Context: an optimization exercise on an open-source flow, tuned for a short achievable clock period and few clock cycles. The choices shown serve that exercise and are no tape-out recipe.
At most, simulation tests tie the RTL to the original design; equivalence was not proved.
No activity file was given, so power comes from the tool's default toggle rates.

## cpu_top
module cpu_top (
	input  logic clk,
	input  logic rst_n,
	input  cpu_pkg::nibble_t ef_n,
	input  cpu_pkg::nibble_t rom_din,
	output logic q,
	output logic rom_cs_n,
	output logic rom_sclk,
	output cpu_pkg::nibble_t rom_dout,
	output cpu_pkg::nibble_t rom_oe_n
);
	logic rst;
	always_ff @(posedge clk)
		rst <= !rst_n;
	logic go;
	cpu_pkg::addr_t fa;
	logic ev;
	logic inj;
	cpu_pkg::data_t fbyte;
	logic [15:0] ra_row;
	logic [7:0] ra_wcol;
	logic [2:0] ra_col;
	logic rre, rrtag, rv, rvtag;
	cpu_pkg::data_t rwd, rdat;
	cpu_core i_core (
		.clk   (clk),
		.rst   (rst),
		.ef_n  (ef_n),
		.q     (q),
		.go    (go),
		.fa    (fa),
		.ev    (ev),
		.fbyte (fbyte),
		.inj   (inj),
		.ra_row  (ra_row),
		.ra_wcol (ra_wcol),
		.ra_col  (ra_col),
		.rwd   (rwd),
		.rre   (rre),
		.rrtag (rrtag),
		.rdat  (rdat),
		.rv    (rv),
		.rvtag (rvtag)
	);
	qspi_rom_reader i_rom (
		.clk      (clk),
		.rst      (rst),
  ...
Size: roughly 4200 cells after synthesis, about 1700 flip-flops.
==> flow/config.mk <==
export PLATFORM = sky130hd
export DESIGN_NAME = cpu_top
export DESIGN_NICKNAME = cpu_top
export VERILOG_FILES = /design/flow/design.v
export SDC_FILE = /design/flow/constraint.sdc
export NUM_CORES = 4
export LEC_CHECK = 0
export ABC_CLOCK_PERIOD_IN_PS = 2000
export CAP_MARGIN = 20
export CORE_MARGIN = 2
export CORE_UTILIZATION = 70
export CTS_CLUSTER_DIAMETER = 60
export CTS_CLUSTER_SIZE = 30
export PLACE_DENSITY = 0.78
export SETUP_SLACK_MARGIN = 3.0
export SLEW_MARGIN = 20
==> flow/constraint.sdc <==
create_clock -name core_clock -period 5.0 [get_ports {clk}]
set_input_delay 1.0000 -clock core_clock [delete_from_list [all_inputs] [get_ports {clk}]]
set_output_delay 1.0000 -clock core_clock [all_outputs]
set_load 0.01 [all_outputs]
run.sh (not shown) runs the stock make flow with config.mk's settings and CLKGATE_MAP_FILE= SYNTH_SCRIPT=/design/flow/synth_recipe.tcl, a recipe that flattens the netlist after the stock synthesis.
Change:
--- a/flow/design.v
+++ b/flow/design.v
@@ -27,21 +27,19 @@
 	input  cpu_pkg::data_t d,
 	input  cpu_pkg::data_t b,
 	output cpu_pkg::data_t res,
 	output logic df_out,
 	output logic df_we
 );
 	logic is_f;
-	cpu_pkg::data_t a1, b1, lg1, lg2;
-	logic c1, ar1, ar2, c2;
-	logic [3:0] a2, b2, s2;
-	logic [4:0] sum_lo, sum_hi;
+	cpu_pkg::data_t a1, b1, lg1;
+	logic c1, ar1;
+	logic [8:0] sum;
 	assign is_f = op[7:4] == 4'hF;
-	assign sum_lo = {1'b0, a1[3:0]} + {1'b0, b1[3:0]} + {4'h0, c1};
-	assign sum_hi = {1'b0, a2} + {1'b0, b2} + {4'h0, c2};
+	assign sum = {1'b0, a1} + {1'b0, b1} + {8'h00, c1};
 	always_ff @(posedge clk) begin
 		if (go) begin
 			a1 <= (is_f && op[2:0] == 3'd5) ? ~d : d;    
 			b1 <= (is_f && op[2:0] == 3'd7) ? ~b : b;    
 			c1 <= is_f && (op[2:0] == 3'd5 || op[2:0] == 3'd7);
 			ar1 <= is_f && (op[2:0] == 3'd4 || op[2:0] == 3'd5 || op[2:0] == 3'd7);
 			if (is_f && op[2:0] == 3'd1)
@@ -49,23 +47,17 @@
 			else if (is_f && op[2:0] == 3'd2)
 				lg1 <= d & b;
 			else if (is_f && op[2:0] == 3'd3)
 				lg1 <= d ^ b;
 			else
 				lg1 <= b;
 		end
-		a2 <= a1[7:4];
-		b2 <= b1[7:4];
-		c2 <= sum_lo[4];
-		s2 <= sum_lo[3:0];
-		lg2 <= lg1;
-		ar2 <= ar1;
-		res <= ar2 ? {sum_hi[3:0], s2} : lg2;
-		df_out <= sum_hi[4];
-		df_we <= ar2;
+		res <= ar1 ? sum[7:0] : lg1;
+		df_out <= sum[8];
+		df_we <= ar1;
 	end
 endmodule
 module qspi_rom_reader (
 	input  logic clk,
 	input  logic rst,
 	input  logic go,
 	input  cpu_pkg::addr_t addr,
@@ -103,27 +95,34 @@
 			rom_cs_n <= 1'b1;
 			rom_sclk <= 1'b0;
 			rom_dout <= 4'h0;
 			rom_oe_n <= 4'hF;
 		end else if (ready) begin
 			ev <= inj;
 			t28 <= 1'b0;
-			tc <= 5'd0;
-			act <= go;
-			rom_cs_n <= !go;
 			rom_sclk <= 1'b0;
-			rom_oe_n <= go ? 4'h0 : 4'hF;
-			rom_dout <= 4'h0;
+			tc <= 5'd0;
+			if (go) begin
+				act <= 1'b1;
+				rom_cs_n <= 1'b0;
+				rom_oe_n <= 4'h0;
+				rom_dout <= 4'h0;
+			end else begin
+				act <= 1'b0;
+				rom_cs_n <= 1'b1;
+			end
 		end else begin
 			tc <= tc + 5'd1;
 			ev <= tc == 5'd26 || inj;
 			t28 <= tc == 5'd27;
-			rom_cs_n <= tc == 5'd27;
-			rom_sclk <= !tc[0];
-			rom_oe_n <= (tc >= 5'd15) ? 4'hF : 4'h0;
+			rom_sclk <= (tc == 5'd27) ? 1'b0 : ~rom_sclk;
+			if (tc == 5'd27)
+				rom_cs_n <= 1'b1;
+			if (tc == 5'd15)
+				rom_oe_n <= 4'hF;
 			case (tc)
 				5'd3, 5'd4: rom_dout <= addr[15:12];
 				5'd5, 5'd6: rom_dout <= addr[11:8];
 				5'd7, 5'd8: rom_dout <= addr[7:4];
 				5'd9, 5'd10: rom_dout <= addr[3:0];
 				5'd11, 5'd12: rom_dout <= 4'b1010;
 				5'd13, 5'd14: rom_dout <= 4'b0101;
@@ -221,16 +220,15 @@
 	cpu_pkg::data_t ir;
 	cpu_pkg::data_t b;
 	cpu_pkg::addr_t t, s;
 	logic gone;        
 	logic exp_opnd;    
 	logic alu_go;      
 	logic alu_go2;     
-	logic alu_go3;
-	logic alu_go4;     
+	logic alu_go3;     
 	cpu_pkg::data_t alu_res;
 	logic alu_df, alu_df_we;
 	logic st_wait, st_ex1, st_ex2, st_fetch, st_fl1, st_apw, st_nxt0, st_wb, st_halt;
 	logic f_idl, f_br, f_str, f_req, f_seq, f_glo, f_ghi, f_plo, f_phi, f_inc, f_dec;
 	logic f_sep, f_sex, f_shr, f_shl, f_ldop, f_incw, use_x, use_p, use_n, rd;
 	logic n15, eq_np, a_go, b_go;
 	logic x15, tinc15;
@@ -405,15 +403,14 @@
 			df <= 1'b0;
 			q <= 1'b0;
 			gone <= 1'b0;
 			exp_opnd <= 1'b0;
 			alu_go <= 1'b0;
 			alu_go2 <= 1'b0;
 			alu_go3 <= 1'b0;
-			alu_go4 <= 1'b0;
 			wsel <= '0;
 			ra_wcol <= '0;
 			rre <= 1'b0;
 		end else begin
 			st_wait <= (st_wait && !opc_ev && !opnd_ev) || st_fetch || (st_ex2 && e_rdf);
 			st_ex1 <= opc_ev;
 			st_ex2 <= st_ex1 && !f_idl;
@@ -430,16 +427,15 @@
 				alu_go <= f_ldop;
 			end else if (ram_opnd) begin
 				b <= rdat;
 				alu_go <= f_ldop;
 			end
 			alu_go2 <= alu_go;
 			alu_go3 <= alu_go2;
-			alu_go4 <= alu_go3;
-			if (alu_go4) begin
+			if (alu_go3) begin
 				d <= alu_res;
 				if (alu_df_we)
 					df <= alu_df;
 			end
 			if (st_wait && opnd_ev && f_br)
 				t[7:0] <= fbyte;
 			else if (st_apw && ram_opnd && f_br)
The new run finished with timing, DRC and antenna clean.
Power is lower by 2.2%.
Sequential power stays flat.
Routed wire length came out lower by 1.3%.
Area after synthesis decreases by 0.64%.
Worst setup slack is worse by 0.036 ns.
Count of clock-buffer cells in the layout came out higher by 1.
Testbench counts after the change, summed over its fixed seeds: cycles 1,075,645.
For the first run of this note, only the layout was checked, not whether the RTL still works.

---

== main ==
Another version of the RTL of cpu_top (not shown whole).
For scale: roughly 4500 cells after synthesis, about 67000 um^2 of cells after synthesis.
// cpu_top
module cpu_top (
	input  logic clk,
	input  logic rst_n,
	input  cpu_pkg::nibble_t ef_n,
	input  cpu_pkg::nibble_t rom_din,
	output logic q,
	output logic rom_cs_n,
	output logic rom_sclk,
	output cpu_pkg::nibble_t rom_dout,
	output cpu_pkg::nibble_t rom_oe_n
);
export LEC_CHECK = 0
export ABC_CLOCK_PERIOD_IN_PS = 2000
export CAP_MARGIN = 20
export CORE_MARGIN = 2
export CORE_UTILIZATION = 70
export CTS_CLUSTER_DIAMETER = 60
export CTS_CLUSTER_SIZE = 30
export PLACE_DENSITY = 0.78
export SETUP_SLACK_MARGIN = 3.0
export SLEW_MARGIN = 20
create_clock -name core_clock -period 5.0 [get_ports {clk}]
In summary, main completed successfully, with a layout that passed the timing, design-rule and antenna checks.
Here is what was changed in the inputs of the feature branch compared with main.
-- flow/design.v --
<<< main, line 34
);
	cpu_pkg::data_t a, b;
	logic [4:0] sum_lo, sum_hi;
	logic [3:0] a_hi1, b_hi1, s_lo1;
	logic c1, ar1;
	cpu_pkg::data_t lg1;
>>> the feature branch, line 34
);
	cpu_pkg::data_t a, b;
	logic [4:0] sum_lo, sum_hi0, sum_hi1;
	logic [4:0] s_hi0, s_hi1;
	logic [3:0] s_lo1;
	logic c1, ar1;
	cpu_pkg::data_t lg1;
<<< main, line 41
	assign b = inv_m ? ~m : m;
	assign sum_lo = {1'b0, a[3:0]} + {1'b0, b[3:0]} + {4'h0, inv_d || inv_m};
	assign sum_hi = {1'b0, a_hi1} + {1'b0, b_hi1} + {4'h0, c1};
	always_ff @(posedge clk) begin
		a_hi1 <= a[7:4];
		b_hi1 <= b[7:4];
		s_lo1 <= sum_lo[3:0];
		c1 <= sum_lo[4];
>>> the feature branch, line 42
	assign b = inv_m ? ~m : m;
	assign sum_lo = {1'b0, a[3:0]} + {1'b0, b[3:0]} + {4'h0, inv_d || inv_m};
	assign sum_hi0 = {1'b0, a[7:4]} + {1'b0, b[7:4]};
	assign sum_hi1 = {1'b0, a[7:4]} + {1'b0, b[7:4]} + 5'd1;
	always_ff @(posedge clk) begin
		s_hi0 <= sum_hi0;    
		s_hi1 <= sum_hi1;
		s_lo1 <= sum_lo[3:0];
		c1 <= sum_lo[4];
<<< main, line 55
		endcase
	end
	assign res = ar1 ? {sum_hi[3:0], s_lo1} : lg1;
	assign df_out = sum_hi[4];
	assign df_we = ar1;
endmodule
>>> the feature branch, line 57
		endcase
	end
	assign res = ar1 ? {c1 ? s_hi1[3:0] : s_hi0[3:0], s_lo1} : lg1;
	assign df_out = c1 ? s_hi1[4] : s_hi0[4];
	assign df_we = ar1;
endmodule
<<< main, line 230
	logic [1:0] a_lop;
	logic pwp, e_wp;       
	logic pwp_d;           
	cpu_pkg::addr_t rdt_r;    
	logic st_wait, st_ex1, st_ex2, st_fetch, st_fl1, st_apw, st_nxt0, st_wb, st_wb2, st_halt, st_rw;
	logic f_idl, f_br, f_str, f_req, f_seq, f_glo, f_ghi, f_plo, f_phi, f_inc, f_dec;
	logic f_sep, f_sex, f_shr, f_shl, f_ldop, f_incw, use_x, use_p, use_n, rd;
>>> the feature branch, line 232
	logic [1:0] a_lop;
	logic pwp, e_wp;       
	logic st_wait, st_ex1, st_ex2, st_fetch, st_fl1, st_apw, st_nxt0, st_wb, st_halt, st_rw;
	logic f_idl, f_br, f_str, f_req, f_seq, f_glo, f_ghi, f_plo, f_phi, f_inc, f_dec;
	logic f_sep, f_sex, f_shr, f_shl, f_ldop, f_incw, use_x, use_p, use_n, rd;
<<< main, line 344
			| ((st_ex2 && e_wd_phi) ? {d, s[7:0]} : 16'h0);
		rwd <= d;
		rdt_r <= rd_t;
		if (st_ex1) begin
			s <= rd_s;
>>> the feature branch, line 344
			| ((st_ex2 && e_wd_phi) ? {d, s[7:0]} : 16'h0);
		rwd <= d;
		if (st_ex1) begin
			s <= rd_s;
<<< main, line 383
			use_n <= !(o_ldxa || o_alux || o_imm || o_br);
			rd <= rd_d;
			idx1_oh <= oh16((o_ldxa || o_alux) ? x : on);
			n15 <= b15f[on];
			eq_np <= on == p;
>>> the feature branch, line 382
			use_n <= !(o_ldxa || o_alux || o_imm || o_br);
			rd <= rd_d;
			idx1_oh <= (o_ldxa || o_alux) ? x_oh : oh16(on);
			n15 <= b15f[on];
			eq_np <= on == p;
<<< main, line 433
			st_nxt0 <= 1'b0;
			st_wb <= 1'b0;
			st_wb2 <= 1'b0;
			st_halt <= 1'b0;
			st_rw <= 1'b0;
>>> the feature branch, line 432
			st_nxt0 <= 1'b0;
			st_wb <= 1'b0;
			st_halt <= 1'b0;
			st_rw <= 1'b0;
<<< main, line 451
			wsel <= '0;
			pwp <= 1'b0;
			pwp_d <= 1'b0;
			ra_wcol <= '0;
			rre <= 1'b0;
>>> the feature branch, line 449
			wsel <= '0;
			pwp <= 1'b0;
			ra_wcol <= '0;
			rre <= 1'b0;
<<< main, line 469
			st_apw <= (st_ex2 && e_apw) || (st_apw && !ram_opnd);
			st_wb <= st_ex2 && e_wb;
			st_wb2 <= st_wb;
			st_nxt0 <= st_wb2;
			alu_fl <= opnd_ev && f_ldop;
			if (opnd_ev)
>>> the feature branch, line 466
			st_apw <= (st_ex2 && e_apw) || (st_apw && !ram_opnd);
			st_wb <= st_ex2 && e_wb;
			st_nxt0 <= st_wb;
			alu_fl <= opnd_ev && f_ldop;
			if (opnd_ev)
<<< main, line 488
			else if (st_apw && ram_opnd && f_br)
				t[7:0] <= rdat;
			else if ((st_wait && !opc_ev && !pwp && !pwp_d) || st_nxt0)
				t <= rdt_r;
			else if (st_ex2 && e_sep)
				t <= s;
>>> the feature branch, line 484
			else if (st_apw && ram_opnd && f_br)
				t[7:0] <= rdat;
			else if ((st_wait && !opc_ev && !pwp) || st_nxt0)
				t <= rd_t;
			else if (st_ex2 && e_sep)
				t <= s;
<<< main, line 498
			wsel <= st_ex2 ? e_wsel : st_fetch ? p_oh : 16'h0;
			pwp <= st_ex2 ? e_wp : st_fetch;
			pwp_d <= pwp;
			if (st_ex1)
				gone <= go || rfast;
>>> the feature branch, line 494
			wsel <= st_ex2 ? e_wsel : st_fetch ? p_oh : 16'h0;
			pwp <= st_ex2 ? e_wp : st_fetch;
			if (st_ex1)
				gone <= go || rfast;
## What came out
- Result: PASS for each of the feature branch and main
- Mean routed wirelength per cell, the feature branch vs main: down slightly
- The lower share of the core filled with cells in the final layout came out of main.
- Against main as the reference, the feature branch delivers a lower first-pass detailed-route iteration total.
- Taking main as the reference point, the global router's overall resource usage of the feature branch falls by 0.81 points.
- Design area, the feature branch and main: smaller value in main
- Flip-flop and latch count down 0.93% in the feature branch wrt main
- On number of distinct library cell variants in the gate-level netlist after synthesis: the feature branch sits below main.
- STATUS fmax: the feature branch wins against main
- Compared with main, the feature branch is the more power-hungry design.
- Sequential power across the feature branch and main: no real change.
- The feature branch vs main: power in combinational cells down slightly
- Number of buffers inserted by post-CTS setup repair grows by more than 10% when moving from main to the feature branch.
- Compared with main, the feature branch instantiates a larger number of cells.
No functional check of the RTL was part of any run of this note.

re-timing with driven ports:
Ports are ideal in the flow. The routed layouts listed here were re-timed in OpenROAD.
Step 1 sets driving cells, clkbuf_16 on the clock port and buf_2 on the other inputs (assumed; they add their load-dependent delay and slew).
Step 2 also shifts input and output timing later by t, the mid clock arrival at the registers, as if the neighbouring blocks saw the same clock.
Slacks: no drivers / after step 1 / after step 2; pairs: no drivers / after step 1.
run | shift t [ns] | setup WS [ns] | worst setup path after step 2 | latest minus earliest clock arrival (ns) | worst slew at a driven data input, ns
the first run of note 1 | 0.802 | 2.753 / 2.686 / 2.753 | register to register | 0.041 / 0.041 | 0.04
the second run of note 1 | 0.784 | 2.717 / 2.639 / 2.816 | register to register | 0.048 / 0.047 | 0.04
main | 0.803 | 2.673 / 2.599 / 2.822 | input to register | 0.044 / 0.044 | 0.08
the feature branch | 0.791 | 2.697 / 2.631 / 2.754 | register to register | 0.049 / 0.049 | 0.05
After both steps setup and hold are still met in every run listed.
